What follows belongs to an exercise in optimizing a design on an open flow for small area, a short achievable clock period and few clock cycles; a production flow would make more cautious choices.
At most, simulation tests tie the RTL to the original design; equivalence was not proved.

==> v27 <==
## rast_top
module rast_top (
    input  logic        clk,
    input  logic        arst_n,
    input  logic        tri_valid,
    input  logic [47:0] tri_x,
    input  logic [47:0] tri_y,
    input  logic [23:0] tri_color,
    input  logic [15:0] screen_w,
    input  logic [15:0] screen_h,
    input  logic [1:0]  sub_sample,
    output logic        halt,
    output logic        hit_valid,
    output logic [15:0] hit_x,
    output logic [15:0] hit_y,
    output logic [23:0] hit_color
);
clock: 9.0 ns
lec_check: 0
abc_clock_period_in_ps: 3500
cap_margin: 20
core_margin: 2
core_utilization: 40
setup_slack_margin: 5
slew_margin: 20
run.sh (not shown) runs the stock make flow with config.mk's settings and CLKGATE_MAP_FILE= SYNTH_SCRIPT=/design/flow/synth_recipe.tcl, a recipe that flattens the netlist after the stock synthesis.
==> v39 (differences from v27) <==
--- a/flow/design.v
+++ b/flow/design.v
@@ -1,9 +1,10 @@
 `timescale 1ns/10ps
 package rast_pkg;
-    localparam int CHUNK = 4;
+    localparam int CHUNK_LOG = 2;
+    localparam int CHUNK     = 1 << CHUNK_LOG;
 endpackage
 `timescale 1ns/10ps
 module bbox_setup (
     input  logic               clk,
     input  logic               arst_n,
     input  logic               tri_valid,
@@ -281,13 +282,13 @@
     output logic               sp_v,
     output logic [12:0]        sp_f,
     output logic [12:0]        sp_l,
     output logic [12:0]        sp_y,
     output logic [23:0]        sp_col
 );
-    localparam int LNS = $clog2(NS);
+    localparam int LNS = rast_pkg::CHUNK_LOG;
     localparam int CW  = 13 - LNS;         
     logic          w_v, w_dir, w_rf;
     logic [12:0]   w_xc, w_y, w_ymp;     
     logic [CW-1:0] w_c, w_cl;
     logic [LNS-1:0] w_wl;
     logic [23:0]   w_col;
@@ -438,13 +439,13 @@
     input  logic signed [14:0] b_ld,
     input  logic               adv,       
     input  logic               rowstep,   
     input  logic               dir,       
     output logic [NS-1:0]      mask
 );
-    localparam int LNS = $clog2(NS);
+    localparam int LNS = rast_pkg::CHUNK_LOG;
     localparam int KW  = 15 + LNS;        
     localparam int EW  = KW;              
     logic signed [28:0] e;
     logic signed [14:0] a, b;
     always_ff @(posedge clk) begin
         if (load) begin
@@ -524,13 +525,13 @@
         case (sub_q)
             2'd0:    begin step_s = 13'd16; mask_m = 14'h3ff0; end
             2'd1:    begin step_s = 13'd8;  mask_m = 14'h3ff8; end
             2'd2:    begin step_s = 13'd4;  mask_m = 14'h3ffc; end
             default: begin step_s = 13'd2;  mask_m = 14'h3ffe; end
         endcase
-        step_ns = step_s << $clog2(NS);
+        step_ns = step_s << rast_pkg::CHUNK_LOG;
     end
     logic               s_ready, w_accept;
     logic signed [28:0] e0_ld, e1_ld, e2_ld;
     logic signed [14:0] a0_ld, a1_ld, a2_ld, b0_ld, b1_ld, b2_ld;
     logic [12:0]        x_ld, y_ld, ym_ld, wsamp_ld;
     logic [23:0]        col_ld;
==> v38 (differences from v27) <==
--- a/flow/design.v
+++ b/flow/design.v
@@ -23,23 +23,22 @@
     output logic [12:0]        x_ld,
     output logic [12:0]        y_ld,
     output logic [12:0]        ym_ld,
     output logic [12:0]        wsamp_ld,     
     output logic [23:0]        col_ld
 );
-    localparam logic [2:0] ST_BOX = 3'd0, ST_DXY = 3'd1, ST_MUL = 3'd2, ST_FIN = 3'd3, ST_DONE = 3'd4;
+    localparam logic [1:0] ST_BOX = 2'd0, ST_DXY = 2'd1, ST_MUL = 2'd2, ST_DONE = 2'd3;
     logic        in_v;
-    logic [2:0]  st;
+    logic [1:0]  st;
     logic signed [14:0] vx0, vx1, vx2;     
     logic signed [14:0] vy0, vy1, vy2;
     logic [23:0] in_col;
     logic [12:0] bx, by;                   
     logic signed [13:0] bxm, bym;          
     logic [2:0]  kidx;                     
     logic signed [29:0] acc0, acc1, acc2;  
-    logic [29:0] cac0, cac1, cac2;         
     logic        take, in_free;
     assign halt    = in_v;
     assign take    = tri_valid && !in_v;
     assign s_ready = in_v && (st == ST_DONE);
     logic signed [13:0] sx0, sx1, sx2, sy0, sy1, sy2, swm_s, shm_s;
     assign sx0 = vx0[13:0] & mask_m;
@@ -52,18 +51,18 @@
     assign shm_s = {1'b0, shm_q};
     assign a0_ld = vy0 - vy1; assign b0_ld = vx1 - vx0;
     assign a1_ld = vy1 - vy2; assign b1_ld = vx2 - vx1;
     assign a2_ld = vy2 - vy0; assign b2_ld = vx0 - vx2;
     logic x01, x02, x12, y01, y02, y12;        
     logic xg0, xg1, xg2, yg0, yg1, yg2;        
-    assign x01 = !b0_ld[14];      
-    assign x02 = b2_ld[14];       
-    assign x12 = !b1_ld[14];      
-    assign y01 = a0_ld[14];       
-    assign y02 = !a2_ld[14];      
-    assign y12 = a1_ld[14];       
+    assign x01 = !b0_ld[14] && (b0_ld != 15'sd0);    
+    assign x02 = b2_ld[14];                           
+    assign x12 = !b1_ld[14] && (b1_ld != 15'sd0);    
+    assign y01 = a0_ld[14];                           
+    assign y02 = !a2_ld[14] && (a2_ld != 15'sd0);    
+    assign y12 = a1_ld[14];                           
     assign xg0 = sx0 > swm_s; assign xg1 = sx1 > swm_s; assign xg2 = sx2 > swm_s;
     assign yg0 = sy0 > shm_s; assign yg1 = sy1 > shm_s; assign yg2 = sy2 > shm_s;
     logic signed [13:0] xlo_s, xhi_s, ylo_s, yhi_s;
     always_comb begin
         if (x01 && x02)       xlo_s = sx0;
         else if (!x01 && x12) xlo_s = sx1;
@@ -97,12 +96,13 @@
     always_ff @(posedge clk) begin
         if (in_v && st == ST_BOX) begin
             pz  <= (b0_ld == 15'sd0) || (a2_ld == 15'sd0);
             qz  <= (b2_ld == 15'sd0) || (a0_ld == 15'sd0);
             pn  <= b0_ld[14] ^ a2_ld[14];
             qn  <= b2_ld[14] ^ a0_ld[14];
+            kst_q <= kstart;
             lb0 <= lop(b0_ld);
             la2 <= lop(a2_ld);
             lb2 <= lop(b2_ld);
             la0 <= lop(a0_ld);
         end
     end
@@ -115,35 +115,42 @@
     assign dx0 = vx0 - {2'b00, bx};
     assign dx1 = vx1 - {2'b00, bx};
     assign dx2 = vx2 - {2'b00, bx};
     assign dy0 = vy0 - {2'b00, by};
     assign dy1 = vy1 - {2'b00, by};
     assign dy2 = vy2 - {2'b00, by};
-    logic [2:0] kstart;
+    function automatic logic ge(input logic signed [14:0] v, input int j);
+        logic [13:0] u;
+        u = v[14] ? ~v[13:0] : v[13:0];
+        ge = |(u >> (j - 1));
+    endfunction
+    logic [2:0] kstart, kst_q;
     always_comb begin
-        logic [15:0] d0, d1, d2;
-        d0 = {dx0[14], dx0};
-        d1 = {dx1[14], dx1};
-        d2 = {dx2[14], dx2};
-        kstart = 3'd0;
-        for (int k = 1; k < 8; k++) begin
-            if (!(d0[2*k+1] == d0[2*k] && d0[2*k] == d0[2*k-1]) ||
-                !(d1[2*k+1] == d1[2*k] && d1[2*k] == d1[2*k-1]) ||
-                !(d2[2*k+1] == d2[2*k] && d2[2*k] == d2[2*k-1]))
-                kstart = k[2:0];
+        logic [7:0] need;
+        logic [2:0] sh;
+        sh = 3'd4 - {1'b0, sub_q};
+        need = '0;
+        need[1] = 1'b1;
+        for (int k = 2; k < 8; k++) begin
+            if (xneg)
+                need[k] = ge(vx0, 2*k-1) || ge(vx1, 2*k-1) || ge(vx2, 2*k-1);
+            else
+                need[k] = ge(b0_ld, 2*k-2) || ge(b1_ld, 2*k-2) || ge(b2_ld, 2*k-2) ||
+                          ({29'd0, sh} >= 2*k-1);
         end
+        kstart = 3'd0;
+        for (int k = 1; k < 8; k++) if (need[k]) kstart = k[2:0];
     end
     function automatic logic [2:0] digit(input logic signed [14:0] v, input logic [2:0] k);
         logic [16:0] p;
         p = {v[14], v, 1'b0};
         digit = p[2*k +: 3];
     endfunction
     logic [2:0] dg0, dg1, dg2;
-    assign dg0 = digit(vx0, kidx);
-    assign dg1 = digit(vx1, kidx);
-    assign dg2 = digit(vx2, kidx);
+    logic [2:0] kprev;
+    assign kprev = kidx - 3'd1;
     function automatic logic [17:0] booth(input logic [2:0] d, input logic signed [14:0] m, input logic neg);
         logic [16:0] mag;
         logic        sg;
         case (d)
             3'b001, 3'b010, 3'b101, 3'b110: mag = {{2{m[14]}}, m};
             3'b011, 3'b100:                 mag = {m[14], m, 1'b0};
@@ -160,27 +167,22 @@
     assign pa0 = booth(dg0, vy1, 1'b0);
     assign pb0 = booth(dg1, vy0, 1'b1);
     assign pa1 = booth(dg2, vy1, 1'b0);
     assign pb1 = booth(dg1, vy2, 1'b1);
     assign pa2 = booth(dg2, vy0, 1'b0);
     assign pb2 = booth(dg0, vy2, 1'b1);
-    function automatic logic [59:0] csa(input logic [29:0] x, y, z);
+    function automatic logic [29:0] add3(input logic [29:0] x, y, z);
         logic [29:0] sm, cy;
         sm = x ^ y ^ z;
         cy = (x & y) | (x & z) | (y & z);
-        csa = {sm, cy[28:0], 1'b0};
+        add3 = sm + {cy[28:0], 1'b0};
     endfunction
-    function automatic logic [59:0] step4(input logic [29:0] s0, c0, input logic [17:0] pa, pb);
-        logic [59:0] t;
-        t = csa({s0[27:0], 1'b0, pa[17]}, {c0[27:0], 1'b0, pb[17]}, sx17(pa[16:0]));
-        step4 = csa(t[59:30], t[29:0], sx17(pb[16:0]));
-    endfunction
-    logic [59:0] st0_n, st1_n, st2_n;
-    assign st0_n = step4(acc0, cac0, pa0, pb0);
-    assign st1_n = step4(acc1, cac1, pa1, pb1);
-    assign st2_n = step4(acc2, cac2, pa2, pb2);
+    logic signed [29:0] acc0_n, acc1_n, acc2_n;
+    assign acc0_n = add3({acc0[27:0], pa0[17] & pb0[17], pa0[17] ^ pb0[17]}, sx17(pa0[16:0]), sx17(pb0[16:0]));
+    assign acc1_n = add3({acc1[27:0], pa1[17] & pb1[17], pa1[17] ^ pb1[17]}, sx17(pa1[16:0]), sx17(pb1[16:0]));
+    assign acc2_n = add3({acc2[27:0], pa2[17] & pb2[17], pa2[17] ^ pb2[17]}, sx17(pa2[16:0]), sx17(pb2[16:0]));
     assign in_free = in_v && ((st == ST_BOX && cull_box) || (st == ST_DXY && bf_quick) ||
                               (st == ST_DONE && w_accept));
     always_ff @(posedge clk or negedge arst_n) begin
         if (!arst_n) begin
             in_v <= 1'b0;
             st   <= ST_BOX;
@@ -192,14 +194,13 @@
                 in_v <= 1'b0;
                 st   <= ST_BOX;
             end else if (in_v) begin
                 case (st)
                     ST_BOX:  st <= ST_DXY;
                     ST_DXY:  st <= ST_MUL;
-                    ST_MUL:  if (kidx == 3'd0) st <= ST_FIN;
-                    ST_FIN:  st <= ST_DONE;
+                    ST_MUL:  if (kidx == 3'd0) st <= ST_DONE;
                     default: ;
                 endcase
             end
         end
     end
     always_ff @(posedge clk) begin
@@ -219,21 +220,23 @@
             bx  <= xneg  ? 13'd0 : xlo_s[12:0];
             by  <= yneg  ? 13'd0 : ylo_s[12:0];
             bxm <= xover ? swm_s : xhi_s;
             bym <= yover ? shm_s : yhi_s;
         end
         if (in_v && st == ST_DXY) begin
-            kidx <= kstart;
+            kidx <= kst_q;
+            dg0  <= digit(dx0, kst_q);
+            dg1  <= digit(dx1, kst_q);
+            dg2  <= digit(dx2, kst_q);
             acc0 <= '0; acc1 <= '0; acc2 <= '0;
-            cac0 <= '0; cac1 <= '0; cac2 <= '0;
         end else if (in_v && st == ST_MUL) begin
-            kidx <= kidx - 3'd1;
-            acc0 <= st0_n[59:30]; acc1 <= st1_n[59:30]; acc2 <= st2_n[59:30];
-            cac0 <= st0_n[29:0];  cac1 <= st1_n[29:0];  cac2 <= st2_n[29:0];
-        end else if (in_v && st == ST_FIN) begin
-            acc0 <= acc0 + cac0; acc1 <= acc1 + cac1; acc2 <= acc2 + cac2;
+            kidx <= kprev;
+            dg0  <= digit(vx0, kprev);
+            dg1  <= digit(vx1, kprev);
+            dg2  <= digit(vx2, kprev);
+            acc0 <= acc0_n; acc1 <= acc1_n; acc2 <= acc2_n;
         end
     end
     logic signed [29:0] ef1;
     assign ef1 = ~acc1;                    
     always_comb begin
         case (sub_q)
@@ -547,40 +550,29 @@
         .clk, .arst_n, .sub_q, .step_s, .step_ns, .s_ready,
         .e0_ld, .e1_ld, .e2_ld, .a0_ld, .a1_ld, .a2_ld, .b0_ld, .b1_ld, .b2_ld,
         .x_ld, .y_ld, .ym_ld, .wsamp_ld, .col_ld, .w_accept,
         .sp_take, .sp_v, .sp_f, .sp_l, .sp_y, .sp_col
     );
     logic        em_v, em_last;
-    logic [12:0] em_x, em_n, em_y, sp_len, sp_n;
+    logic [12:0] em_x, em_l, em_y;
     logic [23:0] em_col;
-    assign sp_len = sp_l - sp_f;
-    always_comb begin
-        case (sub_q)
-            2'd0:    sp_n = {4'd0, sp_len[12:4]};
-            2'd1:    sp_n = {3'd0, sp_len[12:3]};
-            2'd2:    sp_n = {2'd0, sp_len[12:2]};
-            default: sp_n = {1'd0, sp_len[12:1]};
-        endcase
-    end
+    assign em_last = em_x == em_l;
     assign sp_take = sp_v && (!em_v || em_last);
     always_ff @(posedge clk or negedge arst_n) begin
         if (!arst_n)      em_v <= 1'b0;
         else if (sp_take) em_v <= 1'b1;
         else if (em_last) em_v <= 1'b0;
     end
     always_ff @(posedge clk) begin
         if (sp_take) begin
-            em_x    <= sp_f;
-            em_n    <= sp_n;
-            em_last <= sp_n == 13'd0;
-            em_y    <= sp_y;
-            em_col  <= sp_col;
+            em_x   <= sp_f;
+            em_l   <= sp_l;
+            em_y   <= sp_y;
+            em_col <= sp_col;
         end else if (em_v) begin
-            em_x    <= em_x + step_s;
-            em_n    <= em_n - 13'd1;
-            em_last <= em_n == 13'd1;
+            em_x <= em_x + step_s;
         end
     end
     assign hit_valid = em_v;
     assign hit_x     = {3'd0, em_x};
     assign hit_y     = {3'd0, em_y};
     assign hit_color = em_col;
--- a/flow/config.mk
+++ b/flow/config.mk
@@ -5,9 +5,9 @@
 export SDC_FILE = /design/flow/constraint.sdc
 export NUM_CORES = 4
 export LEC_CHECK = 0
 export ABC_CLOCK_PERIOD_IN_PS = 3500
 export CAP_MARGIN = 20
 export CORE_MARGIN = 2
-export CORE_UTILIZATION = 40
+export CORE_UTILIZATION = 60
 export SETUP_SLACK_MARGIN = 5
 export SLEW_MARGIN = 20
==> summary of the runs <==
- Area after synthesis: v38 < v39 < v27.
- Against v27, the clock skew of v39 is lower by 0.036 ns.
- The lowest cell count belongs to v38, the highest to v27.
- Against v27, the final area of v38 is lower by about 2.3%.
Testbench counts of v39, summed over its fixed seeds: cycles 19,154.
No functional check of the RTL was part of v27 and v38.

==> what the ideal ports hide <==
The results above use ideal ports. As a check the final layouts listed here were re-extracted and re-timed, cells and wires unchanged. Step 1 sets driving cells, clkbuf_16 on the clock port and buf_2 on the other inputs (assumed; they add their load-dependent delay and slew). Step 2 moves the port delays by t, midway between the first and last clock arrival at a register: inputs arrive t later, outputs are due t later. That takes back most of the time a late clock gives input paths. a / b / c = ideal ports / drivers / drivers and shift; a / b = the first two.
run | t, ns | slack for setup (ns) | hold slack, ns | latest minus earliest clock arrival (ns)
v27 | 0.843 | 4.829 / 4.829 / 4.255 | 0.413 / 0.413 / 0.413 | 0.093 / 0.094
v39 | 0.860 | 4.840 / 4.840 / 4.387 | 0.411 / 0.411 / 0.411 | 0.057 / 0.056
v38 | 0.803 | 4.157 / 4.157 / 4.157 | 0.403 / 0.403 / 0.403 | 0.053 / 0.053
After both steps every run listed still meets setup and hold. For v27, which loses most, drivers alone change the setup slack by 0.000 ns; drivers and shift together by -0.574 ns.
